This is an optimization exercise on Yosys and OpenROAD, whose aim is a short achievable clock period, not a production implementation. The RTL was checked by simulation tests, not by an equivalence proof against the original design. No activity file was given, so power comes from the tool's default toggle rates.

==> design.v <==
`timescale 1ns/100ps
`default_nettype none
package pipe_types_pkg;
    typedef struct packed {
        logic                tag;
        logic [32-1:0] addr;
    } cap_t;
    localparam cap_t CAP_ALMIGHTY = {1'b1, 32'(0)};
    localparam cap_t CAP_NULL = {1'b0, 32'(0)};
    typedef enum logic [2:0] {
        OP_ADDI,
        OP_CINCOFFSET,
        OP_CSUB,
        OP_CMOVE,
        OP_CCLEARTAG,
        OP_CGETTAG,
        OP_ILLEGAL
    } op_e;
    typedef struct packed {
        op_e                  op;
        logic [5-1:0] rd;
        logic [5-1:0] r1;
        logic [5-1:0] r2;
        logic [32-1:0]  imm;    
    } dec_insn_t;
    typedef struct packed {
        op_e                  op;
        logic [5-1:0] rd;
        logic [32-1:0]  imm;
        cap_t                 c1;
        cap_t                 c2;
    } exec_req_t;
    typedef struct packed {
        logic [5-1:0] rd;
        cap_t                 value;
        logic                 exc;    
    } retire_t;
endpackage
`default_nettype wire
`timescale 1ns/100ps
`default_nettype none
module insn_decoder (
    input  wire logic [32-1:0] insn,
    output logic                       is_addi,
    output logic                       is_inc,
    output logic                       is_sub,
    output logic                       is_mov,
    output logic                       is_clr,
    output logic                       is_gt,
    output logic                       legal
);
    logic is_cap;
    logic is_unary;
    assign is_cap   = insn[6:0] == 7'b1011011 && insn[14:12] == 3'b000;
    assign is_unary = is_cap && insn[31:25] == 7'b1111111;
    assign is_addi = insn[6:0] == 7'b0010011 && insn[14:12] == 3'b000;
    assign is_inc  = is_cap && insn[31:25] == 7'b0010001;
    assign is_sub  = is_cap && insn[31:25] == 7'b0010100;
    assign is_mov  = is_unary && insn[24:20] == 5'h0a;
    assign is_clr  = is_unary && insn[24:20] == 5'h0b;
    assign is_gt   = is_unary && insn[24:20] == 5'h04;
    assign legal   = is_addi | is_inc | is_sub | is_mov | is_clr | is_gt;
endmodule
`default_nettype wire
`timescale 1ns/100ps
`default_nettype none
import pipe_types_pkg::*;
module operand_stage (
    input  wire logic                          CLK,
    input  wire logic                          rst_n,
    input  wire logic [32-1:1]          wr_en,      
    input  wire pipe_types_pkg::cap_t          wr_data,
    input  wire logic [5-1:0]          rs1,
    input  wire logic [5-1:0]          rs2,
    output logic [4*(32+1)-1:0]          ga,     
    output logic [4*32-1:0]              gb      
);
    localparam int CAP_W = 32 + 1;
    logic [32*CAP_W-1:0] regs;
    logic [32-1:1]       written;
    logic [32*CAP_W-1:0] eff;     
    assign regs[0 +: CAP_W] = CAP_NULL;
    assign eff[0 +: CAP_W]  = CAP_NULL;
    for (genvar i = 1; i < 32; i++) begin : g_eff0
        assign eff[i*CAP_W +: 32] = '0;    
    end
    for (genvar i = 1; i < 32; i++) begin : g_reg
        always_ff @(posedge CLK or negedge rst_n) begin
            if (!rst_n) begin
                written[i] <= 1'b0;
            end else if (wr_en[i]) begin
                written[i] <= 1'b1;
            end
        end
        always_ff @(posedge CLK) begin
            if (wr_en[i]) begin
                regs[i*CAP_W +: CAP_W] <= wr_data;
            end
        end
        assign eff[i*CAP_W + 32]  = regs[i*CAP_W + 32] | ~written[i];
    end
    logic [7:0]           oh1, oh2;
    logic [32-1:0] sel1, sel2;    
    assign oh1 = 8'b1 << rs1[2:0];
    assign oh2 = 8'b1 << rs2[2:0];
    assign sel1[0] = 1'b0;
    assign sel2[0] = 1'b0;
    for (genvar i = 1; i < 32; i++) begin : g_sel
        assign sel1[i] = oh1[i % 8] & written[i];
        assign sel2[i] = oh2[i % 8] & written[i];
    end
    always_comb begin
        ga = '0;
        gb = '0;
        for (int j = 0; j < 4; j++) begin
            for (int k = 0; k < 8; k++) begin
                ga[j*CAP_W +: 32]    = ga[j*CAP_W +: 32]
                                           | ({32{sel1[j*8+k]}} & regs[(j*8+k)*CAP_W +: 32]);
                ga[j*CAP_W + 32]     = ga[j*CAP_W + 32]
                                           | (oh1[k] & eff[(j*8+k)*CAP_W + 32]);
                gb[j*32 +: 32] = gb[j*32 +: 32]
                                           | ({32{sel2[j*8+k]}} & regs[(j*8+k)*CAP_W +: 32]);
            end
        end
    end
endmodule
`default_nettype wire
`timescale 1ns/100ps
`default_nettype none
import pipe_types_pkg::*;
module cap_alu_stage #(
    parameter int HA1 = 1,   
    parameter int PRE = 0    
) (
    input  wire logic                      CLK,
    input  wire logic                      rst_n,
    input  wire logic                      s1_valid,
    input  wire logic [5-1:0]      s1_rd,
    input  wire logic                      s1_wr,
    input  wire logic                      s1_exc,
    input  wire logic [32-1:1]      s1_we,
    input  wire logic                      xs,       
    input  wire logic                      zs,       
    input  wire logic                      zsn,      
    input  wire logic                      xs1,      
    input  wire logic                      y1,       
    input  wire logic                      xa_r,     
    input  wire logic                      xa_w,     
    input  wire logic [3:0]                xa_g,     
    input  wire logic                      z_ret,    
    input  wire logic                      z_retn,   
    input  wire logic                      z_wb,     
    input  wire logic                      z_wbn,    
    input  wire logic [3:0]                z_gb,     
    input  wire logic [3:0]                z_gbn,    
    input  wire logic [32-1:0]       imm_m,    
    input  wire logic                      e0_one,
    input  wire logic                      e0_tag,
    input  wire logic                      t_f,      
    input  wire logic                      t_r,      
    input  wire logic                      t_w,      
    input  wire logic [3:0]                t_g,      
    input  wire logic                      tag_keep,
    input  wire logic [4*(32+1)-1:0] ga,
    input  wire logic [4*32-1:0]     gb,
    output logic                           s2_valid,
    output logic [5-1:0]           s2_rd,
    output logic                           s2_wr,
    output logic [5-1:0]           s3_wrd,    
    output logic [32-1:1]           wr_en,
    output pipe_types_pkg::cap_t           wr_data,
    output logic                           retire_valid,
    output pipe_types_pkg::retire_t        retire
);
    localparam int W     = 32;
    localparam int CAP_W = 32 + 1;
    logic [W-1:0] s2_s;
    logic [W-1:0] s2_c;
    logic         s2_tag;
    logic         s2_exc;
    logic [W-1:0] s2_hp, s2_g, s2_p;
    logic [W-1:0] ret_qn, wb_qn;
    logic         ret_tag_qn, wb_tag_qn;
    logic [W-1:0] ret, wb;
    logic         ret_tag, wb_tag;
    assign ret     = ~ret_qn;
    assign ret_tag = ~ret_tag_qn;
    assign wb      = ~wb_qn;
    assign wb_tag  = ~wb_tag_qn;
    logic [W-1:0] x, y, z, m, sum_s, sum_c;
    logic         tag_a, e0;
    logic [W-1:0] n_hp, n_g, n_p;
    always_comb begin
        x = ({W{xs}} & s2_s) | ({W{xs1}} & {s2_s[W-2:0], 1'b0})
          | ({W{xa_r}} & ret) | ({W{xa_w}} & wb);
        y = ({W{xs | zs}} & s2_c) | ({W{zsn}} & ~s2_c) | ({W{xs1}} & {s2_c[W-2:0], 1'b0}) | {W{y1}};
        z = imm_m | ({W{zs}} & s2_s) | ({W{zsn}} & ~s2_s) | ({W{z_ret}} & ret) | ({W{z_retn}} & ~ret) | ({W{z_wb}} & wb) | ({W{z_wbn}} & ~wb);
        tag_a = (t_f & s2_tag) | (t_r & ret_tag) | (t_w & wb_tag);
        for (int j = 0; j < 4; j++) begin
            x = x | ({W{xa_g[j]}} & ga[j*CAP_W +: W]);
            z = z | ({W{z_gb[j]}} & gb[j*W +: W])
                  | ({W{z_gbn[j]}} & ~gb[j*W +: W]);
            tag_a = tag_a | (t_g[j] & ga[j*CAP_W + W]);
        end
        sum_s = x ^ y ^ z;
        m     = (x & y) | (x & z) | (y & z);
        e0    = e0_one | (e0_tag & tag_a);
        sum_c = {m[W-2:0], e0};
        n_hp = sum_s ^ sum_c;
        n_g  = sum_s & sum_c;
        n_p  = n_hp;
        n_g[0] = sum_s[0] | sum_c[0];    
        for (int d = 1; d < (1 << PRE); d = d * 2) begin
            for (int i = W - 1; i >= d; i--) begin
                n_g[i] = n_g[i] | (n_p[i] & n_g[i-d]);
                n_p[i] = n_p[i] & n_p[i-d];
            end
        end
    end
    logic [32-1:1] s2_we;
    always_ff @(posedge CLK or negedge rst_n) begin
        if (!rst_n) begin
            s2_valid     <= 1'b0;
            s2_we        <= '0;
            wr_en        <= '0;
            s3_wrd       <= '0;
            retire_valid <= 1'b0;
        end else begin
            s2_valid     <= s1_valid;
            s2_we        <= (s1_valid & s1_wr) ? s1_we : '0;
            wr_en        <= s2_we;
            s3_wrd       <= (s2_valid & s2_wr) ? s2_rd : '0;
            retire_valid <= s2_valid;
        end
    end
    always_ff @(posedge CLK) begin
        s2_rd  <= s1_rd;
        s2_wr  <= s1_wr;
        s2_exc <= s1_exc;
        s2_s   <= sum_s;
        s2_c   <= sum_c;
        s2_tag <= tag_keep & tag_a;
        if (HA1 > 0) begin
            s2_hp <= n_hp;
            s2_g  <= n_g;
            s2_p  <= n_p;
        end
    end
    logic [W-1:0] hp, kg, kp, carry, sum;
    always_comb begin
        if (HA1 > 0) begin
            hp = s2_hp;
            kg = s2_g;
            kp = s2_p;
        end else begin
            hp = s2_s ^ s2_c;
            kg = s2_s & s2_c;
            kp = hp;
            kg[0] = s2_s[0] | s2_c[0];    
        end
        for (int d = (1 << PRE); d < W; d = d * 2) begin
            for (int i = W - 1; i >= d; i--) begin
                kg[i] = kg[i] | (kp[i] & kg[i-d]);
                kp[i] = kp[i] & kp[i-d];
            end
        end
        carry = {kg[W-2:0], 1'b1};
        sum   = hp ^ carry;
    end
    always_ff @(posedge CLK) begin
        retire.rd          <= s2_rd;
        retire.value.tag   <= s2_tag;
        retire.value.addr  <= sum;
        retire.exc         <= s2_exc;
        ret_qn             <= ~sum;
        ret_tag_qn         <= ~s2_tag;
        wb_qn              <= ret_qn;
        wb_tag_qn          <= ret_tag_qn;
    end
    assign wr_data.tag  = ret_tag;
    assign wr_data.addr = ret;
endmodule
`default_nettype wire
`timescale 1ns/100ps
`default_nettype none
import pipe_types_pkg::*;
module cap_pipe_top (
    input  wire logic                CLK,
    input  wire logic                rst_n,
    input  wire logic                insn_valid,
    input  wire logic [31:0]         insn,
    output logic                     retire_valid,
    output logic [38:0]              retire    
);
    localparam int W     = 32;
    localparam int CAP_W = 32 + 1;
    logic is_addi, is_inc, is_sub, is_mov, is_clr, is_gt, legal;
    insn_decoder decoder_i (
        .insn    (insn),
        .is_addi (is_addi),
        .is_inc  (is_inc),
        .is_sub  (is_sub),
        .is_mov  (is_mov),
        .is_clr  (is_clr),
        .is_gt   (is_gt),
        .legal   (legal)
    );
    logic [5-1:0] rd, rs1, rs2;
    assign rd  = insn[11:7];
    assign rs1 = insn[19:15];
    assign rs2 = insn[24:20];
    logic                 s1_valid, s1_wr;
    logic [5-1:0] s1_rd;
    logic                 s2_valid, s2_wr;
    logic [5-1:0] s2_rd;
    logic [5-1:0] s3_wrd;
    logic a_f, a_r, a_w, a_g, b_f, b_r, b_w, b_g;
    logic m1a, m2a, m3a, m1b, m2b, m3b;
    logic use_b;
    logic fa, fb;
    assign m1a = s1_valid & s1_wr & (s1_rd == rs1);
    assign m2a = s2_valid & s2_wr & (s2_rd == rs1);
    assign m3a = (s3_wrd == rs1) & (rs1 != '0);
    assign m1b = s1_valid & s1_wr & (s1_rd == rs2);
    assign m2b = s2_valid & s2_wr & (s2_rd == rs2);
    assign m3b = (s3_wrd == rs2) & (rs2 != '0);
    assign use_b = is_inc | is_sub;
    assign a_f   = m1a;
    assign a_r   = ~m1a & m2a;
    assign a_w   = ~m1a & ~m2a & m3a;
    assign a_g   = ~m1a & ~m2a & ~m3a;
    assign b_f   = m1b;
    assign b_r   = ~m1b & m2b;
    assign b_w   = ~m1b & ~m2b & m3b;
    assign b_g   = ~m1b & ~m2b & ~m3b;
    assign fa    = a_f;
    assign fb    = b_f & use_b;
    logic [3:0] grp1, grp2;
    assign grp1 = 4'b0001 << rs1[4:3];
    assign grp2 = 4'b0001 << rs2[4:3];
    logic n_xs, n_zs, n_zsn, n_xs1, n_xa, n_zb, n_zbn;
    always_comb begin
        n_xs  = (is_addi | is_mov | is_clr | ((is_inc | is_sub) & ~fb)) & fa;
        n_zs  = is_inc & ~fa & fb;
        n_zsn = is_sub & ~fa & fb;
        n_xs1 = is_inc & fa & fb;
        n_xa  = ~fa & (is_addi | is_mov | is_clr | is_inc | is_sub);
        n_zb  = is_inc & ~fb;
        n_zbn = is_sub & ~fb;
    end
    logic [32-1:1]   wr_en;
    pipe_types_pkg::cap_t   wr_data;
    logic [4*CAP_W-1:0]     ga_n;
    logic [4*W-1:0]         gb_n;
    operand_stage operand_i (
        .CLK     (CLK),
        .rst_n   (rst_n),
        .wr_en   (wr_en),
        .wr_data (wr_data),
        .rs1     (rs1),
        .rs2     (rs2),
        .ga      (ga_n),
        .gb      (gb_n)
    );
    logic                 s1_exc;
    logic [32-1:1] s1_we;
    logic                 xs, zs, zsn, xs1, xa_r, xa_w, z_ret, z_retn, z_wb, z_wbn, t_w;
    logic [3:0]           xa_g, z_gb, z_gbn, t_g;
    logic                 y1, e0_one, e0_tag, t_f, t_r, tag_keep;
    logic [W-1:0]         imm_m;
    logic [4*CAP_W-1:0]   ga;
    logic [4*W-1:0]       gb;
    always_ff @(posedge CLK or negedge rst_n) begin
        if (!rst_n) begin
            s1_valid <= 1'b0;
        end else begin
            s1_valid <= insn_valid;
        end
    end
    always_ff @(posedge CLK) begin
        s1_rd    <= rd;
        s1_wr    <= legal & (rd != '0);
        s1_exc   <= ~legal;
        for (int i = 1; i < 32; i++) begin
            s1_we[i] <= rd == i;
        end
        xs       <= n_xs;
        zs       <= n_zs;
        zsn      <= n_zsn;
        xs1      <= n_xs1;
        xa_r     <= n_xa & a_r;
        xa_w     <= n_xa & a_w;
        xa_g     <= {4{n_xa & a_g}} & grp1;
        z_ret    <= n_zb & b_r;
        z_retn   <= n_zbn & b_r;
        z_wb     <= n_zb & b_w;
        z_wbn    <= n_zbn & b_w;
        z_gb     <= {4{n_zb & b_g}} & grp2;
        z_gbn    <= {4{n_zbn & b_g}} & grp2;
        imm_m    <= {{(W-12){insn[31]}}, insn[31:20]} & {W{is_addi}};
        y1       <= ~(((is_addi | is_mov | is_clr) & fa) | (is_inc & (fa | fb))
                  | (is_sub & ~(fa & fb)));
        e0_one   <= (is_inc & fa & fb) | (is_sub & fa & ~fb);
        e0_tag   <= is_gt;
        t_f      <= a_f;
        t_r      <= a_r;
        t_w      <= a_w;
        t_g      <= {4{a_g}} & grp1;
        tag_keep <= is_inc | is_mov;
        ga       <= ga_n;
        gb       <= gb_n;
    end
    pipe_types_pkg::retire_t retire_s;
    assign retire = retire_s;
    cap_alu_stage #(
        .HA1 (1),
        .PRE (0)
    ) alu_i (
        .CLK          (CLK),
        .rst_n        (rst_n),
        .s1_valid     (s1_valid),
        .s1_rd        (s1_rd),
        .s1_wr        (s1_wr),
        .s1_exc       (s1_exc),
        .s1_we        (s1_we),
        .xs           (xs),
        .zs           (zs),
        .zsn          (zsn),
        .xs1          (xs1),
        .y1           (y1),
        .xa_r         (xa_r),
        .xa_w         (xa_w),
        .xa_g         (xa_g),
        .z_ret        (z_ret),
        .z_retn       (z_retn),
        .z_wb         (z_wb),
        .z_wbn        (z_wbn),
        .z_gb         (z_gb),
        .z_gbn        (z_gbn),
        .imm_m        (imm_m),
        .e0_one       (e0_one),
        .e0_tag       (e0_tag),
        .t_f          (t_f),
        .t_r          (t_r),
        .t_w          (t_w),
        .t_g          (t_g),
        .tag_keep     (tag_keep),
        .ga           (ga),
        .gb           (gb),
        .s2_valid     (s2_valid),
        .s2_rd        (s2_rd),
        .s2_wr        (s2_wr),
        .s3_wrd       (s3_wrd),
        .wr_en        (wr_en),
        .wr_data      (wr_data),
        .retire_valid (retire_valid),
        .retire       (retire_s)
    );
endmodule
`default_nettype wire
==> run.sh <==
#!/bin/bash
# synth_recipe.tcl (not shown) runs the flow's synth.tcl, then flattens the netlist and writes it again
# the make line also repeats each setting of config.mk as NAME=value (left out here)
make -C /OpenROAD-flow-scripts/flow DESIGN_CONFIG=/design/flow/config.mk WORK_HOME=/design/flow/orfs CLKGATE_MAP_FILE= SYNTH_SCRIPT=/design/flow/synth_recipe.tcl finish
==> config.mk <==
export PLATFORM = sky130hd
export DESIGN_NAME = cap_pipe_top
export DESIGN_NICKNAME = cap_pipe_top
export VERILOG_FILES = /design/flow/design.v
export SDC_FILE = /design/flow/constraint.sdc
export NUM_CORES = 4
export LEC_CHECK = 0
export CAP_MARGIN = 20
export CORE_MARGIN = 2
export CORE_UTILIZATION = 55
export SETUP_SLACK_MARGIN = 3.5
export SLEW_MARGIN = 20
export TNS_END_PERCENT = 100
==> constraint.sdc <==
create_clock -name core_clock -period 6.0 [get_ports {CLK}]
set_input_delay 1.2000 -clock core_clock [delete_from_list [all_inputs] [get_ports {CLK}]]
set_output_delay 1.2000 -clock core_clock [all_outputs]
set_load 0.01 [all_outputs]
==> flow_summary.json, run 1 <==
{
  "outcome": "finished clean",
  "worstPathMaxFanout": 13,
  "grt_first_pass_wirelength_mm": 335,
  "synth_edf_count": 1023,
  "drt_iter0_drc": 8738,
  "max_slew_margin": 0.243,
  "ios": 75,
  "setup_tns_ns": 0,
  "cp-end-kind": "flop",
  "dp_hpwl_mm": 146,
  "async_reset_ff_frac": 0.0592,
  "drt-wirelength-per-cell_um": 37.8,
  "period_share": 0.434,
  "syn_to_final_growth_pct": 15.7,
  "fin_ws_ns": 3.39,
  "criticalPathCategory": "reg -> reg",
  "gp_congestion": 0.987,
  "cts_made_buffers": 175,
  "portBuffers": 74,
  "initial_core_util": 0.554,
  "setup_viol": 0,
  "crit_arrival_ns": 3.30,
  "dr.pass1.iters": 10,
  "drtAntennaViolNets": 0,
  "seq_area_frac_synth": 0.689,
  "die_w_um": 348,
  "peakVddDrop_mv": 0.342,
  "design_area_um2": 75400,
  "power.switching_w": 0.00479,
  "synth_cell_types": 76,
  "ctsLongestPathBuffers": 3,
  "coreArea_um2": 118000,
  "clock_power_share": 0.463,
  "clk_latency_ns": 0.81,
  "rsz0062_at_grt": "yes",
  "power.internal_w": 0.0187,
  "vias_per_cell": 7.09,
  "post_dp_cell_area_um2": 68000,
  "cp_slowest_cell": "fa_2",
  "drv_cap": 0,
  "max_stage_delay_ns": 0.62,
  "p_leak_nw": 29.6,
  "synth_cells": 4687,
  "pwr-share-comb": 0.010,
  "grt_pass1_vias": 43419,
  "slew_viol_final": 0,
  "cts_tree": "done",
  "antenna_found_initial": 23,
  "layout.nets": 4882,
  "synth-main-ff-cell": "edfxtp_1",
  "worst_slew_pin_slew_ns": 1.14,
  "grt_overflow": 0,
  "required_ns": 6.70,
  "startpoint_type": "flop",
  "hp-class": "reg -> reg",
  "dieArea_um2": 121000,
  "cts.sinks": 1707,
  "period_needed_ns": 2.61,
  "synth-seq-cells": 1707,
  "power_density_nw_per_um2": 311,
  "synth_fp_nets": 4785,
  "vias": 45956,
  "cts-root-buf": "clkbuf_16",
  "drc": 0,
  "yosysWarnings": 3,
  "hold_ws_ns": 0.329,
  "switching_share": 0.204,
  "drt-total-wl_mm": 245,
  "max_freq_mhz": 384,
  "std_cell_rows": 126,
  "ctsHoldBuffers": 0,
  "die_y_um": 348,
  "grt.total_usage": 0.395,
  "clk_pin_slew_ns": 0.06,
  "hold_viol_final": 0,
  "syn_area_um2": 65200,
  "worstPathCellList": "buf_12, mux2i_4, nand2_2, a2111oi_4, buf_4, nand4_1, fa_2, ha_1",
  "grt_max_degree": 58,
  "drive_above_1_share": 0.173,
  "dp_worst_setup_slack_ns": 1.68,
  "nFillCells": 8667,
  "skew_ns": 0.0198,
  "htree_levels": 4,
  "sequentialPowerShare": 0.527,
  "avgSynthCellArea_um2": 13.9
}
-- sequential cells by signal, indices dropped and copies added (netlist names), 12 cells and up --
| name | count |
|---|---|
| alu_i.ret_qn | 32 |
| alu_i.retire | 39 |
| alu_i.s2_c | 32 |
| alu_i.s2_g | 31 |
| alu_i.s2_hp | 32 |
| alu_i.s2_s | 32 |
| alu_i.s2_we | 31 |
| alu_i.wb_qn | 32 |
| alu_i.wr_en | 31 |
| ga | 132 |
| gb | 128 |
| imm_m | 12 |
| operand_i.regs | 1023 |
| operand_i.written | 31 |
| s1_we | 31 |
-- worst paths after layout --
kind | from | endpoint | slack [ns] | depth (start not counted)
worst max-delay path | z_gbn[3] | alu_i.s2_hp[19] | 3.39 | 8
worst min-delay path | s1_exc | alu_i.s2_exc | 0.33 | 0
worst max register to register | z_gbn[3] | alu_i.s2_hp[19] | 3.39 | 8
worst min register to register | s1_exc | alu_i.s2_exc | 0.33 | 0
max in group asynchronous | rst_n | alu_i.wr_en[11] | 4.42 | 2
min in group asynchronous | rst_n | alu_i.s2_we[26] | 0.47 | 1
-- stage by stage --
| stage | utilization | total power (W) | std cells |
|---|---|---|---|
| floorplan | - | 0.0127 | 4687 |
| global placement | 0.578 | 0.0129 | 6084 |
| detailed placement | 0.578 | 0.0129 | 6084 |
| CTS | 0.634 | 0.0235 | 6439 |
| global route | 0.640 | 0.0240 | 6474 |
| finish | 0.640 | 0.0235 | 6480 |
-- critical path, delay by kind of cell (launching register included) --
| family | cells | cell delay [ns] |
|---|---|---|
| muxes | 1 | 0.23 |
| DFF | 1 | 0.35 |
| and+or+nand+nor | 2 | 0.28 |
| buffers and inverters | 2 | 0.35 |
| adders and majority gates | 2 | 0.84 |
| AOI/OAI and AO/OA | 1 | 0.40 |
-- routing by layer --
| layer | wire [um] | vias up | global-route usage |
|---|---|---|---|
| met4 | 14600 | 10 | 0.202 |
| met1 | 90900 | 22979 | 0.534 |
| met2 | 104000 | 3535 | 0.570 |
| met5 | 66 | - | 0 |
| met3 | 35300 | 662 | 0.129 |
| li1 | - | 18770 | - |
-- cell families after synthesis --
logic type | synth area share
AO/OA/AOI/OAI | 0.160
XOR/XNOR | 0.00940
adder cells (fa/ha/maj) | 0.0157
buffers and inverters | 0.0296
flip-flops | 0.689
multiplexers | 0.0252
AND/OR/NAND/NOR | 0.0717
-- cell type report --
type	count	area [um2]	area share
diodes	8	20.0	0.000265
clock inverters	80	736	0.00976
clock buffers	249	5010	0.0664
multi-input cells	2504	19800	0.262
inverters	114	432	0.00572
repair buffers	282	2500	0.0331
flip-flops and latches	1707	45000	0.597
well taps	1536	1920	0.0255
-- cells in the mapped netlist, drive strengths merged, types with 6 or more instances --
cell,count,area share
nor3b,6,0.00092
mux2i,131,0.020
xor2,36,0.0048
clkbuf,276,0.016
a222oi,71,0.011
dfxtp,583,0.18
edfxtp,1023,0.47
a22oi,784,0.090
a211oi,33,0.0038
ha,32,0.0061
nand2,121,0.0070
nor2,71,0.0041
a22o,122,0.016
mux2,29,0.0051
or2,36,0.0035
and2,69,0.0066
inv,114,0.0066
nand2b,24,0.0023
a21oi,78,0.0060
o21ai,59,0.0046
a21o,17,0.0020
a221oi,126,0.017
nor3,16,0.0014
nand3,200,0.015
a2111oi,28,0.0038
and3,58,0.0056
nand3b,6,0.00069
nor2b,69,0.0066
fa,31,0.0095
nor4,6,0.00058
buf,90,0.0072
nand4,149,0.014
dfrtp,101,0.039
xnor2,34,0.0046
-- cells in the final DEF (no fill, tap or decap), types with 27 or more instances in the layout --
| cell | n |
|---|---|
| edfxtp_1 | 1023 |
| a22oi_1 | 778 |
| dfxtp_1 | 558 |
| nand3_1 | 196 |
| clkbuf_16 | 189 |
| buf_4 | 163 |
| nand4_1 | 149 |
| a22o_1 | 122 |
| inv_1 | 106 |
| nand2_1 | 106 |
| mux2i_1 | 104 |
| a21oi_1 | 77 |
| a222oi_1 | 71 |
| dfrtp_1 | 70 |
| nor2_1 | 67 |
| nor2b_1 | 64 |
| a221oi_2 | 63 |
| a221oi_1 | 63 |
| o21ai_0 | 57 |
| and3_1 | 53 |
| and2_1 | 50 |
| clkbuf_1 | 47 |
| buf_2 | 43 |
| xor2_1 | 35 |
| or2_2 | 34 |
| xnor2_1 | 34 |
| ha_1 | 32 |
| dfrtp_2 | 31 |
| a211oi_1 | 29 |
| clkinv_2 | 28 |
| clkinv_1 | 27 |
-- power by group through the flow --
stage | sequential (W) | clock [W] | combinational [W]
floorplan | 0.0126 | 0 | 0.0000946
global placement | 0.0126 | 0 | 0.000221
detailed placement | 0.0126 | 0 | 0.000224
CTS | 0.0124 | 0.0109 | 0.000225
global route | 0.0124 | 0.0114 | 0.000245
finish | 0.0124 | 0.0109 | 0.000234
-- repair_timing --
| item | in CTS | in global routing |
|---|---|---|
| buffers inserted | 23 | 25 |
| cloned | 3 | 8 |
| gates resized for setup | 373 | 103 |
| pin swaps | 20 | 46 |
| endpoints found under the setup margin | 432 | 244 |
==> inputs of run 2 (changes only) <==
--- a/config.mk
+++ b/config.mk
@@ -9,3 +9,3 @@
 export CORE_MARGIN = 2
-export CORE_UTILIZATION = 55
+export CORE_UTILIZATION = 50
 export SETUP_SLACK_MARGIN = 3.5
==> run 2 against run 1 <==
  * Still clean
  * Total power grew 2.4%
  * Clock skew up 0.010 ns
  * Die area up 9.9%
  * Worst hold slack better by 0.0083 ns
  * Sequential power is essentially flat
  * Register-to-register slack about the same
  * Final cell count increased by 3.2%
  * Non-clock buffer count grew 5
  * Count of clock-buffer cells in the layout decreased by 9
  * Critical endpoint is now alu_i.s2_hp[6]
==> flow_summary.json, run 2 <==
{
  "clk_latency_ns": 0.82,
  "hold_viol_final": 0,
  "p_total_w": 0.0240,
  "hold_depth": 0,
  "gp_congestion": 1.01,
  "worst_slew_pin_slew_ns": 1.18,
  "grt_overflow": 0,
  "cts_tree": "done",
  "yosysMostFrequentCell": "edfxtp_1",
  "startpoint_type": "flop",
  "die_y_um": 365,
  "worst-path-stages": 6,
  "setup_viol": 0,
  "rsz0062_at_grt": "yes",
  "grt.total_usage": 0.358,
  "std_cell_rows": 132,
  "critPathTopFamily": "adder cells",
  "die_w_um": 365,
  "htree_levels": 4,
  "vias": 45899,
  "netlist_top_cells_count": "edfxtp_1, a22oi_1, dfxtp_1, clkbuf_1, nand3_1",
  "post_dp_cell_area_um2": 68300,
  "grt_first_pass_wirelength_mm": 332,
  "setup_tns_ns": 0,
  "synth_fp_nets": 4785,
  "worstPathCellList": "buf_4, mux2_2, a2111oi_4, nand4_1, fa_2, ha_1",
  "dr.pass1.iters": 8,
  "design_area_um2": 76100,
  "peakVddDrop_mv": 0.318,
  "ios": 75,
  "initial_core_util": 0.504,
  "grt_max_degree": 63,
  "final_util": 0.588,
  "max_freq_mhz": 383,
  "drv_cap": 0,
  "period_share": 0.435,
  "yosysTopAreaCellShare": 0.471,
  "outcome": "finished clean",
  "layout.nets": 4886,
  "hp-class": "reg -> reg",
  "portBuffers": 74,
  "crit_arrival_ns": 3.32,
  "drc": 0,
  "period_needed_ns": 2.61,
  "nFillCells": 10018,
  "top_regs": "operand_i.regs: 1023 flops, ga: 132 flops, gb: 128 flops",
  "fin_ws_ns": 3.39,
  "max_stage_delay_ns": 0.63,
  "required_ns": 6.71,
  "drtAntennaViolNets": 0,
  "skew_ns": 0.0300,
  "regMostFlops": "operand_i.regs",
  "syn_to_final_growth_pct": 16.8,
  "grt_pass1_vias": 43211,
  "yosysWarnings": 3,
  "worstPathMaxFanout": 14,
  "max_slew_margin": 0.211,
  "crit_buf_inv": 1,
  "dieArea_um2": 133000,
  "async_reset_ff_frac": 0.0592,
  "synth_top_cell_by_area": "edfxtp_1",
  "cp-end-kind": "flop",
  "drt_iter0_drc": 8448,
  "synth_cells": 4687,
  "seq_area_frac_synth": 0.689,
  "dp_hpwl_mm": 145,
  "coreArea_um2": 129000,
  "ctsHoldBuffers": 0,
  "ys_top_cells_by_area": "edfxtp_1, dfxtp_1, a22oi_1",
  "vias_per_cell": 6.86,
  "antenna_found_initial": 27,
  "layout_common_cells": "edfxtp_1, a22oi_1, dfxtp_1",
  "power_density_nw_per_um2": 316,
  "synth-seq-cells": 1707,
  "p_leak_nw": 29.8,
  "reg2reg_depth": 6,
  "drt-total-wl_mm": 242,
  "avgSynthCellArea_um2": 13.9,
  "dp_worst_setup_slack_ns": 1.69,
  "final_common_cell": "edfxtp_1",
  "cts.sinks": 1707,
  "drive_above_1_share": 0.182,
  "clk_pin_slew_ns": 0.06,
  "drt-wirelength-per-cell_um": 36.1,
  "cts-root-buf": "clkbuf_16",
  "synth_edf_count": 1023,
  "cp_slowest_cell": "fa_2",
  "cts_made_buffers": 172,
  "synth-main-ff-cell": "edfxtp_1",
  "syn_area_um2": 65200,
  "criticalPathCategory": "reg -> reg",
  "largest_reg_flops": 1023,
  "ctsLongestPathBuffers": 3,
  "synth_cell_types": 76,
  "slew_viol_final": 0
}
[run 2: cell counts after synthesis]
Identical to the previous run, type by type.
[run 2: logic make-up (layout without fill, tap and decap cells)]
family / after synthesis / after routing / synth area share
other: 0 / 5 / 0
AO/OA/AOI/OAI: 1355 / 1355 / 0.160
XOR/XNOR: 70 / 70 / 0.00940
adder cells (fa/ha/maj): 63 / 63 / 0.0157
flip-flops: 1707 / 1707 / 0.689
buffers and inverters: 480 / 727 / 0.0296
multiplexers: 160 / 160 / 0.0252
AND/OR/NAND/NOR: 852 / 858 / 0.0717
[run 2: cell type report]
type	instances	area [um2]	area share
inverter	114	435	0.00572
sequential	1707	45000	0.591
multi-input combinational	2506	19800	0.261
tap	1742	2180	0.0286
clock buffer	240	4940	0.0649
antenna	5	12.5	0.000164
clock inverter	86	1120	0.0148
timing repair buffer	287	2600	0.0341
[run 2: worst paths after layout]
check / start / end / slack, ns
min in group asynchronous: rst_n / alu_i.s2_we[30] / 0.45
hold / removal: alu_i.s2_exc / alu_i.retire[0] / 0.34
hold reg to reg: alu_i.s2_exc / alu_i.retire[0] / 0.34
max in group asynchronous: rst_n / alu_i.wr_en[4] / 4.48
setup / recovery: zsn / alu_i.s2_hp[6] / 3.39
setup reg to reg: zsn / alu_i.s2_hp[6] / 3.39
[run 2: through the flow]
stage               hold slack [ns]  instances
finish                        0.337       6687
global route                  0.347       6683
CTS                           0.335       6651
detailed placement            0.314       6293
global placement              0.318       6293
floorplan                     0.310       4687
[run 2: worst reg2reg max path, stage by stage (launching register included)]
cell	delay, ns
dfxtp_4	0.38
buf_4	0.21
mux2_2	0.31
a2111oi_4	0.46
nand4_1	0.30
fa_2	0.63
ha_1	0.23
[run 2: report_power, final]
part	switching [W]	total (W)	internal, W
clock	0.00467	0.0114	0.00675
sequential	0.0000232	0.0124	0.0124
combinational	0.000162	0.000237	0.0000751
total	0.00485	0.0240	0.0192
[run 2: metal layers]
layer / global-route usage / part of all wire / vias up
met5: 0 / 0.00086 / -
li1: - / - / 18804
met4: 0.191 / 0.061 / 32
met2: 0.509 / 0.42 / 3644
met3: 0.133 / 0.15 / 691
met1: 0.475 / 0.36 / 22728
[run 2: timing repair]
action                     in CTS  in global routing
pin swaps                      27                 40
gates cloned                    9                  3
setup endpoints to repair     428                203
gates resized for setup       393                109
setup buffers                  23                 28
==> inputs of run 3 (changes only) <==
--- a/design.v
+++ b/design.v
@@ -189,3 +189,3 @@
     assign wb_tag  = ~wb_tag_qn;
-    logic [W-1:0] x, y, z, m, sum_s, sum_c;
+    logic [W-1:0] x, y, y2, z, m, sum_s, sum_s2, sum_c;
     logic         tag_a, e0;
@@ -204,4 +204,7 @@
         end
-        sum_s = x ^ y ^ z;
-        m     = (x & y) | (x & z) | (y & z);
+        y2     = (({W{y1}} | ({W{zsn}} & ~s2_c)) | ({W{xs1}} & {s2_c[W-2:0], 1'b0}))
+               | ({W{xs | zs}} & s2_c);
+        sum_s  = x ^ (y ^ z);
+        sum_s2 = (x ^ y) ^ z;
+        m      = (x & y2) | (x & z) | (y2 & z);
         e0    = e0_one | (e0_tag & tag_a);
@@ -209,5 +212,5 @@
         n_hp = sum_s ^ sum_c;
-        n_g  = sum_s & sum_c;
+        n_g  = sum_s2 & sum_c;
         n_p  = n_hp;
-        n_g[0] = sum_s[0] | sum_c[0];    
+        n_g[0] = sum_s2[0] | sum_c[0];    
         for (int d = 1; d < (1 << PRE); d = d * 2) begin
@@ -416,3 +419,3 @@
         .HA1 (1),
-        .PRE (0)
+        .PRE (1)
     ) alu_i (
==> flow/run.sh (new file) <==
#!/bin/bash
set -euo pipefail
cd "$(dirname "$0")/.."
export BUFFER_PORTS_ARGS="-buffer_cell sky130_fd_sc_hd__buf_4"
bash standard.sh finish > standard_flow.log 2>&1
==> standard.sh (new file) <==
#!/bin/bash
# synth_recipe.tcl (not shown) runs the flow's synth.tcl, then flattens the netlist and writes it again
# the make line also repeats each setting of config.mk as NAME=value (left out here)
make -C /OpenROAD-flow-scripts/flow DESIGN_CONFIG=/design/flow/config.mk WORK_HOME=/design/flow/orfs CLKGATE_MAP_FILE= SYNTH_SCRIPT=/design/flow/synth_recipe.tcl "${@:-finish}"
removed: run.sh
==> run 3 against run 2 <==
  * Core utilization is 1.2 points lower
  * Non-clock buffer count decreased by 44
  * Final cell count grew 2.9%
  * Critical endpoint is now retire_valid
==> flow_summary.json, run 3 <==
{
  "regMostFlops": "operand_i.regs",
  "vias": 46318,
  "rsz0062_at_grt": "yes",
  "setup_tns_ns": 0,
  "slew_viol_final": 0,
  "period_needed_ns": 2.70,
  "synth-seq-cells": 1736,
  "pwr-share-comb": 0.010,
  "coreArea_um2": 133000,
  "skew_ns": 0.0239,
  "crit_buf_inv": 1,
  "layout_common_cells": "edfxtp_1, a22oi_1, dfxtp_1",
  "ys_top_cells_by_area": "edfxtp_1, dfxtp_1, a22oi_1",
  "synth_top_cell_by_area": "edfxtp_1",
  "p_total_w": 0.0244,
  "clk_latency_ns": 0.83,
  "drt-total-wl_mm": 243,
  "grt.total_usage": 0.351,
  "hp-class": "reg -> reg",
  "outcome": "finished clean",
  "die_w_um": 369,
  "sequentialPowerShare": 0.516,
  "ios": 75,
  "drtAntennaViolNets": 0,
  "grt_pass1_vias": 43357,
  "htree_levels": 4,
  "worst-path-stages": 1,
  "initial_core_util": 0.502,
  "hold_viol_final": 0,
  "portBuffers": 74,
  "cts_made_buffers": 179,
  "setup_viol": 0,
  "drc": 0,
  "syn_to_final_growth_pct": 14.9,
  "max_slew_margin": 0.246,
  "gp_congestion": 0.966,
  "power_density_nw_per_um2": 319,
  "peakVddDrop_mv": 0.261,
  "hold_depth": 0,
  "netlist_top_cells_count": "edfxtp_1, a22oi_1, dfxtp_1, clkbuf_1, inv_1",
  "grt_first_pass_wirelength_mm": 336,
  "dr.pass1.iters": 9,
  "syn_area_um2": 66700,
  "top_regs": "operand_i.regs: 1023 flops, ga: 132 flops, gb: 128 flops",
  "dp_hpwl_mm": 149,
  "p_leak_nw": 26.5,
  "cts-root-buf": "clkbuf_16",
  "power.switching_w": 0.00492,
  "switching_share": 0.202,
  "final_util": 0.576,
  "drv_cap": 0,
  "yosysWarnings": 3,
  "max_stage_delay_ns": 0.50,
  "drt-wirelength-per-cell_um": 35.3,
  "yosysTopAreaCellShare": 0.461,
  "nFillCells": 10409,
  "std_cell_rows": 134,
  "period_share": 0.449,
  "cp_slowest_cell": "dfrtp_2",
  "startpoint_type": "flop",
  "dieArea_um2": 136000,
  "clk_pin_slew_ns": 0.06,
  "place_inst": 6519,
  "cp-end-kind": "output port",
  "worst_slew_pin_slew_ns": 1.13,
  "power.internal_w": 0.0195,
  "yosysMostFrequentCell": "edfxtp_1",
  "crit_start": "alu_i.retire_valid",
  "worstPathMaxFanout": 1,
  "final_common_cell": "edfxtp_1",
  "max_freq_mhz": 371,
  "cts_tree": "done",
  "layout.nets": 4987,
  "required_ns": 4.80,
  "ctsLongestPathBuffers": 3,
  "stdcell_count": 6878,
  "synth_cells": 4880,
  "ctsHoldBuffers": 0,
  "drt_iter0_drc": 8383,
  "synth_edf_count": 1023,
  "antenna_found_initial": 21,
  "drive_above_1_share": 0.175,
  "seq_area_frac_synth": 0.682,
  "die_y_um": 369,
  "rr_startpoint": "xa_g[2]",
  "synth_cell_types": 69,
  "async_reset_ff_frac": 0.0582,
  "design_area_um2": 76600,
  "worstPathCellList": "buf_6",
  "largest_reg_flops": 1023,
  "grt_overflow": 0,
  "synth-main-ff-cell": "edfxtp_1",
  "reg2reg_depth": 8,
  "synth_fp_nets": 4915,
  "grt_max_degree": 54,
  "cts.sinks": 1736,
  "avgSynthCellArea_um2": 13.7,
  "clock_power_share": 0.475,
  "criticalPathCategory": "reg -> out",
  "post_dp_cell_area_um2": 69500,
  "hp-start": "alu_i.s2_exc",
  "vias_per_cell": 6.73,
  "critPathTopFamily": "flip-flops",
  "crit_arrival_ns": 1.50
}
run 3: timing repair:
action / CTS / global route
buffers inserted: 8 / 6
resized for setup: 94 / 82
pin swaps: 5 / 10
cloned: 2 / 1
hold endpoints to repair: 0 / 0
endpoints found under the setup margin: 297 / 144
run 3: layout make-up:
type | instances | area, um2 | share of cell area
Sequential cell | 1736 | 45600 | 0.595
Multi-Input combinational cell | 2543 | 19600 | 0.256
Clock buffer | 255 | 5210 | 0.0679
Tap cell | 1768 | 2210 | 0.0289
Timing Repair Buffer | 243 | 2060 | 0.0269
Clock inverter | 82 | 972 | 0.0127
Inverter | 247 | 940 | 0.0123
Timing Repair inverter | 2 | 10.0 | 0.000131
Antenna cell | 2 | 5.00 | 0.0000653
run 3: final timing paths:
kind,end,slack [ns]
max in group asynchronous,alu_i.wr_en[9],4.26
hold reg to reg,alu_i.retire[0],0.33
min in group asynchronous,alu_i.s2_we[17],0.42
setup / recovery,retire_valid,3.30
setup reg to reg,alu_i.s2_g[11],3.43
hold / removal,alu_i.retire[0],0.33
run 3: routing by layer:
metal,track usage,wire [um],vias to the layer above
li1,-,-,19066
met1,0.485,93100,23214
met2,0.508,103000,3422
met3,0.0925,31100,602
met4,0.189,15300,14
met5,0,95,-
run 3: kinds of logic (layout without fill, tap and decap cells):
group | Yosys count | after routing | share of synthesized area
AO/OA/AOI/OAI | 1270 | 1270 | 0.148
XOR/XNOR | 160 | 160 | 0.0247
adder cells (fa/ha/maj) | 61 | 61 | 0.00972
buffers and inverters | 602 | 829 | 0.0365
flip-flops | 1736 | 1736 | 0.682
multiplexers | 177 | 177 | 0.0266
other | 0 | 2 | 0
AND/OR/NAND/NOR | 874 | 875 | 0.0723
run 3: power by group through the flow:
stage          Clock [W]  Combinational (W)  Sequential [W]
5_1_grt           0.0121           0.000250          0.0126
3_3_place_gp           0           0.000229          0.0128
2_1_floorplan          0          0.0000956          0.0128
4_1_cts           0.0116           0.000235          0.0126
6_report          0.0116           0.000239          0.0126
3_5_place_dp           0           0.000232          0.0128
run 3: per-stage QoR:
stage	setup slack [ns]	hold WS, ns
3_3_place_gp	2.23	0.320
2_1_floorplan	3.37	0.310
3_5_place_dp	2.18	0.314
6_report	3.30	0.331
5_1_grt	3.31	0.343
4_1_cts	3.28	0.334
==> inputs of run 4 (changes only) <==
--- a/config.mk
+++ b/config.mk
@@ -9,3 +9,3 @@
 export CORE_MARGIN = 2
-export CORE_UTILIZATION = 50
+export CORE_UTILIZATION = 55
 export SETUP_SLACK_MARGIN = 3.5
==> run 4 against run 3 <==
  * Largest cell class unchanged
  * Via count increased by 0.40%
  * Global-route usage increased by 3.6 points
  * Core utilization is 5.5 points higher
==> flow_summary.json, run 4 <==
{
  "outcome": "finished clean",
  "netlist_top_cells_count": "edfxtp_1, a22oi_1, dfxtp_1, clkbuf_1, inv_1",
  "grt-busiest-layer": "met2",
  "max_freq_mhz": 381,
  "cts_made_buffers": 175,
  "ios": 75,
  "period_share": 0.437,
  "portBuffers": 74,
  "syn_area_um2": 66700,
  "yosysMostFrequentCell": "edfxtp_1",
  "async_reset_ff_frac": 0.0582,
  "drtAntennaViolNets": 0,
  "yosysWarnings": 3,
  "clk_latency_ns": 0.83,
  "drt_iter0_drc": 8798,
  "crit_start": "z_gb[1]",
  "crit_arrival_ns": 3.30,
  "cp_slowest_cell": "mux2i_1",
  "ctsHoldBuffers": 0,
  "grt_first_pass_wirelength_mm": 339,
  "p_leak_nw": 26.3,
  "drt-total-wl_mm": 245,
  "vias_per_cell": 6.94,
  "hp-class": "reg -> reg",
  "antenna_found_initial": 19,
  "synth_fp_nets": 4915,
  "layout_common_cells": "edfxtp_1, a22oi_1, dfxtp_1",
  "hold_viol_final": 0,
  "seq_area_frac_synth": 0.682,
  "dieArea_um2": 124000,
  "grt.total_usage": 0.387,
  "startpoint_type": "flop",
  "skew_ns": 0.0375,
  "period_needed_ns": 2.62,
  "synth_cells": 4880,
  "largest_reg_flops": 1023,
  "grt_max_degree": 53,
  "r2r_setup_slack_ns": 3.38,
  "ctsLongestPathBuffers": 3,
  "max_stage_delay_ns": 0.66,
  "grt.met2_usage": 0.569,
  "yosysTopAreaCellShare": 0.461,
  "gp_congestion": 0.983,
  "rsz0062_at_grt": "yes",
  "ys_top_cells_by_area": "edfxtp_1, dfxtp_1, a22oi_1",
  "cts.sinks": 1736,
  "avgSynthCellArea_um2": 13.7,
  "top_regs": "operand_i.regs: 1023 flops, ga: 132 flops, gb: 128 flops",
  "grt_overflow": 0,
  "initial_core_util": 0.555,
  "fin_ws_ns": 3.38,
  "regMostFlops": "operand_i.regs",
  "std_cell_rows": 127,
  "power_density_nw_per_um2": 316,
  "worst_slew_pin_slew_ns": 1.18,
  "grt_pass1_vias": 43989,
  "coreArea_um2": 120000,
  "htree_levels": 4,
  "setup_viol": 0,
  "crit_buf_inv": 1,
  "worstPathCellList": "buf_4, mux2i_1, nand3_1, nor3_2, maj3_1, nor2_1, maj3_2",
  "worstPathMaxFanout": 32,
  "synth-seq-cells": 1736,
  "synth_cell_types": 69,
  "dp_worst_setup_slack_ns": 2.40,
  "drv_cap": 0,
  "clk_pin_slew_ns": 0.06,
  "cts_tree": "done",
  "dp_hpwl_mm": 149,
  "final_common_cell": "edfxtp_1",
  "peakVddDrop_mv": 0.310,
  "critPathTopFamily": "multiplexers",
  "dr.pass1.iters": 11,
  "drt-wirelength-per-cell_um": 36.5,
  "setup_tns_ns": 0,
  "synth_top_cell_by_area": "edfxtp_1",
  "die_y_um": 352,
  "vias": 46503,
  "required_ns": 6.68,
  "syn_to_final_growth_pct": 13.7,
  "drive_above_1_share": 0.164,
  "gr-usage-met1": 0.529,
  "grtUsageMet3": 0.119,
  "criticalPathCategory": "reg -> reg",
  "rr_startpoint": "z_gb[1]",
  "die_w_um": 352,
  "drc": 0,
  "synth-main-ff-cell": "edfxtp_1",
  "layout.nets": 4967,
  "max_slew_margin": 0.216,
  "cts-root-buf": "clkbuf_16",
  "slew_viol_final": 0,
  "synth_edf_count": 1023,
  "hp-start": "alu_i.s2_exc",
  "cp-end-kind": "flop"
}
==> run 4: timing repair <==
action	CTS	global route
endpoints found under the hold margin	0	0
cloned	1	1
pin swaps	3	9
gates resized for setup	59	64
setup buffers	0	8
endpoints found under the setup margin	180	131
==> run 4: worst paths after layout <==
check                                  end  cells after the start
setup / recovery             alu_i.s2_g[7]                      7
setup reg to reg             alu_i.s2_g[7]                      7
min in group asynchronous   alu_i.s2_we[9]                      1
hold / removal             alu_i.retire[0]                      0
max in group asynchronous   alu_i.wr_en[4]                      2
hold reg to reg            alu_i.retire[0]                      0
==> run 4: area by class of cell <==
cell class	count	area [um2]
diodes	8	20.0
well taps	1612	2020
repair buffers	228	1810
clock buffers	251	5060
flip-flops and latches	1736	45600
fillers	8959	44300
inverters	247	936
clock inverters	78	852
repair inverters	1	5.00
multi-input cells	2543	19500
==> run 4: kinds of logic after synthesis <==
| kind of cell | Yosys count | share of synthesized area |
|---|---|---|
| and+or+nand+nor | 874 | 0.0723 |
| AOI/OAI and AO/OA | 1270 | 0.148 |
| xor gates and xnor gates | 160 | 0.0247 |
| adders and majority gates | 61 | 0.00972 |
| buffers and inverters | 602 | 0.0365 |
| DFF | 1736 | 0.682 |
| muxes | 177 | 0.0266 |
==> run 4: report_power, final <==
part	switching, W	internal [W]
Sequential	0.0000283	0.0126
Clock	0.00465	0.00653
Combinational	0.000161	0.0000654
==> run 4: per-layer routing <==
layer  part of all wire  wire [um]
met5            0.00037         90
met4              0.053      13000
met3               0.14      33700
met2               0.43     106000
met1               0.38      92500
==> run 4: per-stage QoR <==
stage	cell area [um2]	total power [W]	hold slack, ns	util	instances
final	75800	0.0240	0.338	0.631	6704
after detailed placement	69300	0.0131	0.321	0.577	6356
after global routing	75800	0.0245	0.349	0.631	6696
after floorplan	67200	0.0129	0.310	-	4880
after global placement	69300	0.0131	0.322	0.577	6356
after CTS	75400	0.0240	0.338	0.628	6686
==> inputs of run 5 (changes only) <==
==> run.sh (new file) <==
#!/bin/bash
# synth_recipe.tcl (not shown) runs the flow's synth.tcl, then flattens the netlist and writes it again
# the make line also repeats each setting of config.mk as NAME=value (left out here)
make -C /OpenROAD-flow-scripts/flow DESIGN_CONFIG=/design/flow/config.mk WORK_HOME=/design/flow/orfs CLKGATE_MAP_FILE= SYNTH_SCRIPT=/design/flow/synth_recipe.tcl finish
--- a/config.mk
+++ b/config.mk
@@ -9,3 +9,3 @@
 export CORE_MARGIN = 2
-export CORE_UTILIZATION = 55
+export CORE_UTILIZATION = 58
 export SETUP_SLACK_MARGIN = 3.5
removed: flow/run.sh
removed: standard.sh
==> run 5 against run 4 <==
  * Still clean
  * Synthesized cell count unchanged
  * Flip-flop and latch count unchanged
  * Count of clock-buffer cells in the layout decreased by 7
  * Total power decreased by 1.9%
==> flow_summary.json, run 5 <==
{
  "rr_startpoint": "z_gbn[3]",
  "top_regs": "operand_i.regs: 1023 flops, ga: 132 flops, gb: 128 flops",
  "p_total_w": 0.0235,
  "async_reset_ff_frac": 0.0582,
  "antenna_found_initial": 16,
  "drtAntennaViolNets": 0,
  "outcome": "finished clean",
  "syn_area_um2": 66700,
  "avgSynthCellArea_um2": 13.7,
  "std_cell_rows": 124,
  "drt-wirelength-per-cell_um": 36.6,
  "worstPathCellList": "buf_6, mux2i_2, nand2_1, nor3_1, xnor2_2, xor2_1, nor2_1",
  "largest_reg_flops": 1023,
  "yosysWarnings": 3,
  "cp_slowest_cell": "mux2i_2",
  "synth_edf_count": 1023,
  "drive_above_1_share": 0.164,
  "vias_per_cell": 7.04,
  "worstPathMaxFanout": 24,
  "drv_cap": 0,
  "synthAdderAreaFrac": 0.00972,
  "synth.mux.area_fraction": 0.0266,
  "grt_first_pass_wirelength_mm": 335,
  "drt-total-wl_mm": 242,
  "crit_buf_inv": 1,
  "layout.nets": 4990,
  "syn_to_final_growth_pct": 13.7,
  "final_util": 0.664,
  "dieArea_um2": 118000,
  "hold_ws_ns": 0.326,
  "place_inst": 6266,
  "setup_tns_ns": 0,
  "synth-main-ff-cell": "edfxtp_1",
  "cts-root-buf": "clkbuf_16",
  "grt.total_usage": 0.408,
  "gp_congestion": 0.958,
  "synthXorXnorAreaFrac": 0.0247,
  "slew_viol_final": 0,
  "required_ns": 6.67,
  "period_needed_ns": 2.61,
  "seq_area_frac_synth": 0.682,
  "grt_max_degree": 59,
  "layout_common_cells": "edfxtp_1, a22oi_1, dfxtp_1",
  "initial_core_util": 0.584,
  "cts_tree": "done",
  "stdcell_count": 6620,
  "hold_depth": 0,
  "cp-end-kind": "flop",
  "dr.pass1.iters": 10,
  "synth_top_cell_by_area": "edfxtp_1",
  "regMostFlops": "operand_i.regs",
  "reg2reg_to": "alu_i.s2_p[30]",
  "drt_iter0_drc": 8778,
  "max_stage_delay_ns": 0.50,
  "setup_viol": 0,
  "drc": 0,
  "netlist_top_cells_count": "edfxtp_1, a22oi_1, dfxtp_1, clkbuf_1, inv_1",
  "synth_fp_nets": 4915,
  "ys_top_cells_by_area": "edfxtp_1, dfxtp_1, a22oi_1",
  "criticalPathCategory": "reg -> reg",
  "critPathTopFamily": "XOR/XNOR gates",
  "period_share": 0.435,
  "synth_cells": 4880,
  "ios": 75,
  "final_common_cell": "edfxtp_1",
  "synth-seq-cells": 1736,
  "dp_hpwl_mm": 147,
  "vias": 46588,
  "yosysMostFrequentCell": "edfxtp_1",
  "max_slew_margin": 0.237,
  "p_leak_nw": 26.4,
  "peakVddDrop_mv": 0.312,
  "grt_pass1_vias": 44474,
  "clk_latency_ns": 0.81,
  "synth_top_family_by_area": "compound AO/OA/AOI/OAI gates",
  "max_freq_mhz": 383,
  "worst-path-stages": 7,
  "ctsHoldBuffers": 0,
  "skew_ns": 0.0324,
  "whs_endpoint": "alu_i.s2_exc",
  "die_y_um": 343,
  "hold_viol_final": 0,
  "reg2reg_depth": 7,
  "htree_levels": 4,
  "rsz0062_at_grt": "yes",
  "grt_overflow": 0,
  "r2r_setup_slack_ns": 3.39,
  "die_w_um": 343,
  "power_density_nw_per_um2": 310,
  "synth_cell_types": 69,
  "cts.sinks": 1736,
  "worst_slew_pin_slew_ns": 1.15,
  "synth-simple-area-share": 0.0723,
  "coreArea_um2": 114000,
  "yosysTopAreaCellShare": 0.461,
  "ctsLongestPathBuffers": 3,
  "cts_made_buffers": 173,
  "hp-start": "s1_exc",
  "crit_arrival_ns": 3.28,
  "synth_compound_area_frac": 0.148,
  "startpoint_type": "flop",
  "portBuffers": 74,
  "clk_pin_slew_ns": 0.06,
  "hp-class": "reg -> reg"
}
## run 5: cell counts after synthesis
Identical to the previous run, type by type.
## run 5: through the flow
step / setup slack (ns) / area, um2
floorplan: 3.37 / 67200
global placement: 1.69 / 69400
detailed placement: 1.64 / 69400
CTS: 3.49 / 75500
global route: 3.45 / 75800
finish: 3.39 / 75800
## run 5: worst max-delay path by stage
stage	startpoint	slack, ns	endpoint
after floorplan	insn[13]	3.37	s1_wr
after global placement	insn[15]	1.69	ga[97]
after detailed placement	insn[15]	1.64	ga[89]
after CTS	alu_i.retire_valid	3.49	retire_valid
after global routing	z_gbn[1]	3.45	alu_i.s2_g[5]
final	z_gbn[3]	3.39	alu_i.s2_p[30]
## run 5: cells by family after synthesis
logic type / Yosys count
flip-flops: 1736
AO/OA/AOI/OAI: 1270
AND/OR/NAND/NOR: 874
buffers and inverters: 602
multiplexers: 177
XOR/XNOR: 160
adder cells (fa/ha/maj): 61
## run 5: what timing repair did
| item | CTS | global route |
|---|---|---|
| resized for setup | 300 | 73 |
| buffers inserted | 18 | 5 |
| gates cloned | 2 | 1 |
| setup endpoints to repair | 455 | 157 |
| pin swaps | 11 | 15 |
## run 5: final cells by class
class | count | area [um2]
Sequential cell | 1736 | 45600
Multi-Input combinational cell | 2544 | 19600
Clock inverter | 80 | 762
Fill cell | 8314 | 38400
Inverter | 247 | 931
Timing Repair Buffer | 252 | 2100
Clock buffer | 244 | 4880
Tap cell | 1512 | 1890
Timing Repair inverter | 1 | 5.00
Antenna cell | 4 | 10.0
## run 5: worst register-to-register path, cell delays in order, from the launching register on
cell	delay [ns]
dfxtp_2	0.47
buf_6	0.27
mux2i_2	0.50
nand2_1	0.11
nor3_1	0.39
xnor2_2	0.23
xor2_1	0.42
nor2_1	0.09
## run 5: per-layer routing
| layer | track usage | share of wire |
|---|---|---|
| met5 | 0 | 0.0012 |
| met4 | 0.207 | 0.057 |
| met3 | 0.148 | 0.15 |
| met2 | 0.598 | 0.43 |
| met1 | 0.537 | 0.36 |
## run 5: power by group
group	switching [W]	leakage, nW	internal, W
clock	0.00459	2.78	0.00613
combinational	0.000164	10.0	0.0000652
sequential	0.0000255	13.6	0.0126
==> inputs of run 6 (changes only) <==
--- a/config.mk
+++ b/config.mk
@@ -9,3 +9,3 @@
 export CORE_MARGIN = 2
-export CORE_UTILIZATION = 58
+export CORE_UTILIZATION = 50
 export SETUP_SLACK_MARGIN = 3.5
==> run 6 against run 5 <==
  * Still clean
  * Sequential power about the same
  * Routed wire length up 1.9%
  * Critical path depth is 6 lower
  * Clock skew fell by 0.010 ns
  * Maximum frequency shrank 2.0%
  * Critical endpoint is now retire_valid
  * Highest routed layer unchanged
==> flow_summary.json, run 6 <==
{
  "hold_viol_final": 0,
  "clk_pin_slew_ns": 0.06,
  "yosysMostFrequentCell": "edfxtp_1",
  "grt_max_degree": 66,
  "ios": 75,
  "required_ns": 4.80,
  "highest-signal-layer": "met5",
  "vias_per_cell": 6.72,
  "htree_levels": 4,
  "drtAntennaViolNets": 0,
  "slew_viol_final": 0,
  "cp_slowest_cell": "dfrtp_2",
  "synth_top_cell_by_area": "edfxtp_1",
  "power_density_nw_per_um2": 314,
  "die_y_um": 369,
  "ctsHoldBuffers": 0,
  "max_freq_mhz": 376,
  "criticalPathCategory": "reg -> out",
  "seq_area_frac_synth": 0.682,
  "clk_latency_ns": 0.82,
  "dieArea_um2": 136000,
  "vias": 46345,
  "grt_pass1_vias": 43822,
  "final_util": 0.578,
  "cts.sinks": 1736,
  "portBuffers": 74,
  "synth_cell_types": 69,
  "synth_cells": 4880,
  "avgSynthCellArea_um2": 13.7,
  "layout_common_cells": "edfxtp_1, a22oi_1, dfxtp_1",
  "drt-total-wl_mm": 247,
  "wl_met2_mm": 106,
  "async_reset_ff_frac": 0.0582,
  "worstPathCellList": "buf_6",
  "peakVddDrop_mv": 0.286,
  "cts_tree": "done",
  "ys_top_cells_by_area": "edfxtp_1, dfxtp_1, a22oi_1",
  "initial_core_util": 0.502,
  "drive_above_1_share": 0.172,
  "drt_iter0_drc": 8224,
  "syn_to_final_growth_pct": 15.1,
  "worst_slew_pin_slew_ns": 1.12,
  "gp_congestion": 0.986,
  "setup_viol": 0,
  "crit_arrival_ns": 1.46,
  "drc": 0,
  "syn_area_um2": 66700,
  "grt_first_pass_wirelength_mm": 340,
  "nFillCells": 10508,
  "synth-seq-cells": 1736,
  "coreArea_um2": 133000,
  "yosysTopAreaCellShare": 0.461,
  "max_slew_margin": 0.255,
  "grt.total_usage": 0.356,
  "layout.nets": 5003,
  "top_regs": "operand_i.regs: 1023 flops, ga: 132 flops, gb: 128 flops",
  "grt_overflow": 0,
  "period_needed_ns": 2.66,
  "dp_hpwl_mm": 150,
  "hp-class": "reg -> reg",
  "synth-main-ff-cell": "edfxtp_1",
  "rsz0062_at_grt": "yes",
  "cts-root-buf": "clkbuf_16",
  "final_common_cell": "edfxtp_1",
  "dr_wl_met3_mm": 33.7,
  "setup_tns_ns": 0,
  "drv_cap": 0,
  "synth_edf_count": 1023,
  "period_share": 0.443,
  "outcome": "finished clean",
  "die_w_um": 369,
  "regMostFlops": "operand_i.regs",
  "crit_buf_inv": 1,
  "cts_made_buffers": 177,
  "netlist_top_cells_count": "edfxtp_1, a22oi_1, dfxtp_1, clkbuf_1, inv_1",
  "max_stage_delay_ns": 0.48,
  "wl_met1_mm": 92.4,
  "drt-wirelength-per-cell_um": 35.8,
  "synth_fp_nets": 4915,
  "antenna_found_initial": 20,
  "worstPathMaxFanout": 1,
  "std_cell_rows": 134,
  "critPathTopFamily": "flip-flops",
  "dr.pass1.iters": 11,
  "ctsLongestPathBuffers": 3,
  "cp-end-kind": "output port",
  "largest_reg_flops": 1023,
  "yosysWarnings": 3,
  "startpoint_type": "flop",
  "skew_ns": 0.0225,
  "p_leak_nw": 26.7
}
[run 6: changes by cell type in the layout (fill, tap and decap cells not counted), sizes merged, moves of 4 or more]
cell           before  now
clkbuf            247  261
bufinv             10   15
buf               221  230
clkinv             59   52
dlymetal6s2s        4   12
clkdlybuf4s50      15    9
diode               4    8
[run 6: final timing paths]
check	startpoint	endpoint	slack, ns	cells past startpoint
setup / recovery	alu_i.retire_valid	retire_valid	3.34	1
hold / removal	s1_exc	alu_i.s2_exc	0.34	0
setup reg to reg	z_gb[1]	alu_i.s2_g[29]	3.43	7
hold reg to reg	s1_exc	alu_i.s2_exc	0.34	0
max in group asynchronous	rst_n	alu_i.wr_en[10]	4.28	2
min in group asynchronous	rst_n	alu_i.s2_we[8]	0.49	1
[run 6: layout make-up]
| type | instances | area (um2) | share of cell area |
|---|---|---|---|
| antenna | 8 | 20.0 | 0.000261 |
| clock buffer | 258 | 5160 | 0.0673 |
| clock inverter | 76 | 831 | 0.0108 |
| inverter | 247 | 938 | 0.0122 |
| multi-input combinational | 2545 | 19700 | 0.257 |
| sequential | 1736 | 45600 | 0.594 |
| tap | 1768 | 2210 | 0.0288 |
| timing repair buffer | 260 | 2310 | 0.0301 |
| timing repair inverter | 1 | 5.00 | 0.0000652 |
[run 6: metal layers]
layer / vias to the layer above / GRT usage
li1: 19102 / -
met1: 22946 / 0.475
met2: 3615 / 0.521
met3: 668 / 0.113
met4: 14 / 0.187
met5: - / 0
[run 6: power breakdown]
group	total (W)	switching (W)	internal (W)	leakage (nW)
Combinational	0.000243	0.000170	0.0000722	10.1
Sequential	0.0126	0.0000289	0.0126	13.6
Clock	0.0113	0.00468	0.00663	2.95
[run 6: metrics by stage]
stage	total power [W]	setup slack, ns	instance area, um2	hold slack, ns	cells
2_1_floorplan	0.0129	3.37	67200	0.310	4880
3_3_place_gp	0.0131	1.66	69800	0.322	6524
3_5_place_dp	0.0131	1.64	69800	0.320	6524
4_1_cts	0.0242	3.29	76300	0.339	6878
5_1_grt	0.0247	3.29	76800	0.350	6892
6_report	0.0241	3.34	76800	0.340	6899
[run 6: logic make-up after synthesis]
kind of cell	Yosys count	synth area share
AO/OA/AOI/OAI	1270	0.148
XOR/XNOR	160	0.0247
adder cells (fa/ha/maj)	61	0.00972
buffers and inverters	602	0.0365
flip-flops	1736	0.682
multiplexers	177	0.0266
AND/OR/NAND/NOR	874	0.0723
[run 6: timing repair]
item	4_1_cts	5_1_grt
pin swaps	17	17
gates cloned	3	2
setup endpoints to repair	433	185
setup buffers	17	11
resized for setup	314	115
==> inputs of run 7 (changes only) <==
--- a/config.mk
+++ b/config.mk
@@ -9,3 +9,4 @@
 export CORE_MARGIN = 2
-export CORE_UTILIZATION = 50
+export CORE_UTILIZATION = 55
+export GPL_ROUTABILITY_DRIVEN = 0
 export SETUP_SLACK_MARGIN = 3.5
==> run 7 against run 6 <==
  * First-iteration DRC count grew 7.6%
  * Via count grew 0.45%
  * Register-to-register slack is essentially flat
  * Non-clock buffer count grew 5
  * Total power shrank 0.70%
  * Sequential power is essentially flat
  * Global-route usage grew 3.1 points
  * Critical path depth grew 7
  * Final cell count shrank 2.4%
  * Count of clock-buffer cells in the layout shrank 13
==> flow_summary.json, run 7 <==
{
  "outcome": "finished clean",
  "synth_fp_nets": 4915,
  "async_reset_ff_frac": 0.0582,
  "p_total_w": 0.0240,
  "antenna_found_initial": 19,
  "htree_levels": 4,
  "critPathTopFamily": "buffers and inverters",
  "max_stage_delay_ns": 0.38,
  "dieArea_um2": 124000,
  "crit_buf_inv": 2,
  "initial_core_util": 0.555,
  "clk_pin_slew_ns": 0.06,
  "cp_slowest_cell": "buf_6",
  "top_regs": "operand_i.regs: 1023 flops, ga: 132 flops, gb: 128 flops",
  "synth-seq-cells": 1736,
  "period_share": 0.429,
  "power_density_nw_per_um2": 315,
  "stdcell_count": 6734,
  "portBuffers": 74,
  "hold_depth": 0,
  "drt-wirelength-per-cell_um": 36.3,
  "drive_above_1_share": 0.168,
  "fin_ws_ns": 3.43,
  "slew_viol_final": 0,
  "whs_endpoint": "alu_i.s2_exc",
  "drt_iter0_drc": 8848,
  "grt.total_usage": 0.387,
  "peakVddDrop_mv": 0.339,
  "largest_reg_flops": 1023,
  "cts_tree": "done",
  "coreArea_um2": 120000,
  "dp_worst_setup_slack_ns": 1.69,
  "cp-end-kind": "flop",
  "std_cell_rows": 127,
  "criticalPathCategory": "reg -> reg",
  "multi_input_area_um2": 19500,
  "grt_pass1_vias": 44259,
  "ios": 75,
  "drtAntennaViolNets": 0,
  "drv_cap": 0,
  "vias": 46552,
  "r2r_setup_slack_ns": 3.43,
  "grt_first_pass_wirelength_mm": 338,
  "layout_common_cells": "edfxtp_1, a22oi_1, dfxtp_1",
  "startpoint_type": "flop",
  "synth_cell_types": 69,
  "yosysMostFrequentCell": "edfxtp_1",
  "cts.sinks": 1736,
  "design_area_um2": 76100,
  "hp-class": "reg -> reg",
  "crit_arrival_ns": 3.27,
  "period_needed_ns": 2.57,
  "syn_to_final_growth_pct": 14.2,
  "setup_tns_ns": 0,
  "nFillCells": 8993,
  "seq_area_frac_synth": 0.682,
  "synth-main-ff-cell": "edfxtp_1",
  "drc": 0,
  "required_ns": 6.69,
  "rsz0062_at_grt": "yes",
  "vias_per_cell": 6.91,
  "grt_max_degree": 63,
  "hold_viol_final": 0,
  "final_common_cell": "edfxtp_1",
  "die_w_um": 352,
  "worstPathMaxFanout": 32,
  "place_inst": 6385,
  "skew_ns": 0.0520,
  "grt_overflow": 0,
  "synth_top_cell_by_area": "edfxtp_1",
  "synth_cells": 4880
}
[run 7: how the worst max path moves through the flow]
| stage | cells past startpoint | start | slack, ns | endpoint |
|---|---|---|---|---|
| CTS | 1 | alu_i.retire_valid | 3.44 | retire_valid |
| detailed placement | 7 | insn[20] | 1.69 | gb[123] |
| finish | 8 | xa_g[0] | 3.43 | alu_i.s2_g[7] |
| global route | 1 | alu_i.retire_valid | 3.45 | retire_valid |
| global placement | 7 | insn[20] | 1.76 | gb[123] |
| floorplan | 7 | insn[13] | 3.37 | s1_wr |
[run 7: layer usage]
metal  GRT usage  wire (um)
met5           0        115
met4       0.219      15300
met3       0.127      33000
met2       0.542     102000
met1       0.530      93500
[run 7: cells by family (layout without fill, tap and decap cells)]
family                   Yosys count  count (layout)  synth area share
buffers and inverters            602             834            0.0365
AO/OA/AOI/OAI                   1270            1270             0.148
XOR/XNOR                         160             160            0.0247
AND/OR/NAND/NOR                  874             876            0.0723
adder cells (fa/ha/maj)           61              61           0.00972
multiplexers                     177             177            0.0266
flip-flops                      1736            1736             0.682
other                              0               8                 0
[run 7: metrics by stage]
step / hold slack (ns) / utilization
2_1_floorplan: 0.310 / -
3_3_place_gp: 0.316 / 0.580
3_5_place_dp: 0.318 / 0.580
4_1_cts: 0.338 / 0.631
5_1_grt: 0.344 / 0.634
6_report: 0.334 / 0.634
[run 7: power breakdown]
group	leakage, nW	internal [W]	switching [W]	total, W
Clock	2.92	0.00658	0.00459	0.0112
Sequential	13.6	0.0126	0.0000267	0.0126
Combinational	10.0	0.0000635	0.000159	0.000223
[run 7: cell type report]
cell class,count,share of cell area
antenna,8,0.000263
clock buffer,245,0.0671
clock inverter,76,0.0106
inverter,247,0.0123
multi-input combinational,2544,0.257
sequential,1736,0.599
tap,1612,0.0265
timing repair buffer,265,0.0279
timing repair inverter,1,0.0000657
[run 7: repair_timing]
action                                  4_1_cts  5_1_grt
hold buffers                                  0        0
endpoints found under the setup margin      448      237
buffers inserted                              9        8
pin swaps                                    10       11
gates cloned                                  2        1
resized for setup                           270       82
hold endpoints to repair                      0        0

## re-timing with driven ports
No port has a modelled driver above. Below, the same layouts with a new extraction and two added sets of constraints. Step 1: set_driving_cell puts a clkbuf_16 on CLK and a buf_2 on each other input, an assumption about the parent block. Step 2 times the ports against the registers' clock, not the clock port: input delays grow and output delays shrink by t, the midpoint of the rising clock arrivals with the driver on. Three values: ideal, step 1, step 2; two values: the first two.
run | t (ns) | setup slack, ns
run 1 | 0.890 | 3.395 / 3.395 / 2.647
run 2 | 0.889 | 3.388 / 3.388 / 2.629
run 3 | 0.893 | 3.304 / 3.227 / 2.663
run 4 | 0.889 | 3.377 / 3.377 / 2.620
run 5 | 0.871 | 3.392 / 3.392 / 2.638
run 6 | 0.887 | 3.339 / 3.259 / 2.645
run 7 | 0.900 | 3.426 / 3.402 / 2.662
After both steps setup and hold are still met in every run listed.
